Context: an optimization exercise on an open-source flow, tuned for small area. The choices shown serve that exercise and are no tape-out recipe. The RTL was checked by simulation tests, not by an equivalence proof against the original design. No activity file was given, so power comes from the tool's default toggle rates.

Design bsr_scheduler, start of the top module:
module bsr_scheduler
#(
    parameter int BLOCK_DIM = 8   
) (
    input  wire logic        clk_gated,
    input  wire logic        rst_n,
    input  wire logic        start,
    input  wire logic [15:0] cfg_num_block_rows,
    output logic             meta_rd_en,
    output logic [9:0]       meta_req,
    input  wire logic [31:0] meta_rd_data,
    input  wire logic        meta_rd_valid,
    output logic             block_rd_en,
    output logic [31:0]      block_rd_addr,
    input  wire logic [7:0]  block_rd_data,
    output logic             systolic_valid,
    output logic [8*BLOCK_DIM*BLOCK_DIM-1:0] systolic_block,
    output logic [31:0]      systolic_pos,
    input  wire logic        systolic_ready,
    input  wire logic        systolic_done,
    output logic             busy,
    output logic             done,
    output logic [31:0]      blocks_processed
);
    localparam int NB = 8 * BLOCK_DIM * BLOCK_DIM;
    localparam logic [2:0] S_IDLE = 3'b000,   
                           S_DONE = 3'b001,   
                           S_B    = 3'b100,   
                           S_W    = 3'b101,   
                           S_P0   = 3'b010,   
  ...
For scale: ~840 cells after synthesis, about 550 flip-flops, ~690 I/O pins.
Settings: LEC_CHECK=0, CAP_MARGIN=20, CORE_AREA=4 4 236 236, DIE_AREA=0 0 240 240, PLACE_DENSITY=0.85, SLEW_MARGIN=20; clock period 4.0 ns.
standard.sh (not shown) runs the stock make flow with config.mk's settings and CLKGATE_MAP_FILE= SYNTH_SCRIPT=/design/flow/synth_recipe.tcl, a recipe that flattens the netlist after the stock synthesis.
==> flow/flow/run.sh <==
#!/bin/bash
# Standard ORFS layout, with small port buffers (buf_1) instead of the
# default pick, and the clock tree settings below.
set -euo pipefail
cp config.mk my_config.mk
cat >> my_config.mk <<'MK'
export BUFFER_PORTS_ARGS = -buffer_cell sky130_fd_sc_hd__buf_1
MK
if [[ -f flow/extra.mk ]]; then cat flow/extra.mk >> my_config.mk; fi
sed "s#DESIGN_CONFIG=[^ ]*#DESIGN_CONFIG=$PWD/my_config.mk#" standard.sh > my_standard.sh
bash my_standard.sh > standard_flow.log 2>&1
==> flow/flow/extra.mk <==
export CTS_ARGS = -sink_clustering_enable -repair_clock_nets -dont_use_dummy_load -buf_list sky130_fd_sc_hd__clkbuf_8 -sink_clustering_size 20 -sink_clustering_max_diameter 60
==> next run, changes <==
Settings changed: CORE_AREA 4 4 236 236 to 3 3 231 231, DIE_AREA 0 0 240 240 to 0 0 234 234, PLACE_DENSITY 0.85 to 0.6.
Clock-buffer cell count goes down by 1.
Worst setup slack loses 51 ps.
Via count went down by 0.37%.
Non-clock buffer count increases by 1.
Wire length falls by 5.3%.
First-iteration DRC count increases by 24%.
==> next run, changes <==
==> flow/flow/extra.mk (replaced) <==
export CTS_ARGS = -sink_clustering_enable -repair_clock_nets -dont_use_dummy_load -buf_list sky130_fd_sc_hd__clkbuf_8 -sink_clustering_size 20 -sink_clustering_max_diameter 60
export SKIP_REPAIR_TIE_FANOUT = 1
After rerunning: Clock power is higher by a few percent; critical path depth is unchanged; synthesized cell count stays the same; cell count is lower by a few percent; via count is lower slightly; power is higher slightly; non-clock buffer count does not change; synthesized area stays the same; worst hold slack is better by 5.0 ps.
==> next run, changes <==
==> flow/flow/extra.mk (replaced) <==
export CTS_ARGS = -sink_clustering_enable -repair_clock_nets -dont_use_dummy_load -buf_list sky130_fd_sc_hd__clkbuf_16 -sink_clustering_size 32 -sink_clustering_max_diameter 60
export SKIP_REPAIR_TIE_FANOUT = 1
Cell area climbs by 1.3%.
Global-route usage drops by 0.20 points.
Critical path depth stays the same.
Combinational power stays flat.
==> next run, changes <==
==> flow/flow/extra.mk (replaced) <==
export CTS_ARGS = -sink_clustering_enable -repair_clock_nets -dont_use_dummy_load -buf_list "sky130_fd_sc_hd__clkbuf_4 sky130_fd_sc_hd__clkbuf_8" -sink_clustering_size 20 -sink_clustering_max_diameter 60
export SKIP_REPAIR_TIE_FANOUT = 1
The new run passed the timing, design-rule and antenna checks.
Global-route usage went up by 0.20 points.
Worst hold slack degrades by 9.5 ps.
Routed wire length went up by 0.35%.
Synthesized area is unchanged.
Power went down by 4.4%.
Register-to-register slack hardly moves.

[port drivers added, routing unchanged]
The flow's constraints put no driver on any port. The routed layouts listed below were extracted and timed again, unchanged, in two steps.
Step 1 assumes that a clkbuf_16 drives the clock port and a buf_2 every other input.
Step 2 times the ports against the registers' clock, not the clock port: input delays grow and output delays shrink by t, the midpoint of the rising clock arrivals with the driver on.
a / b / c = no drivers / after step 1 / after step 2; a / b = the first two.
run | shift t [ns] | slack for setup (ns) | worst setup path after step 2 | worst register clock-pin slew, ns
the first run | 0.615 | 0.689 / 0.689 / 0.503 | input to register | 0.11 / 0.11
the second run | 0.611 | 0.638 / 0.638 / 0.483 | input to register | 0.11 / 0.11
the third run | 0.602 | 0.514 / 0.514 / 0.327 | input to register | 0.11 / 0.11
the fourth run | 0.611 | 0.504 / 0.504 / 0.304 | input to register | 0.11 / 0.11
the fifth run | 0.602 | 0.514 / 0.514 / 0.327 | input to register | 0.11 / 0.11
After both steps setup and hold are still met in every run listed. The setup slack of the fourth run, which loses most, moves by 0.000 ns with the drivers and by -0.200 ns with both steps.
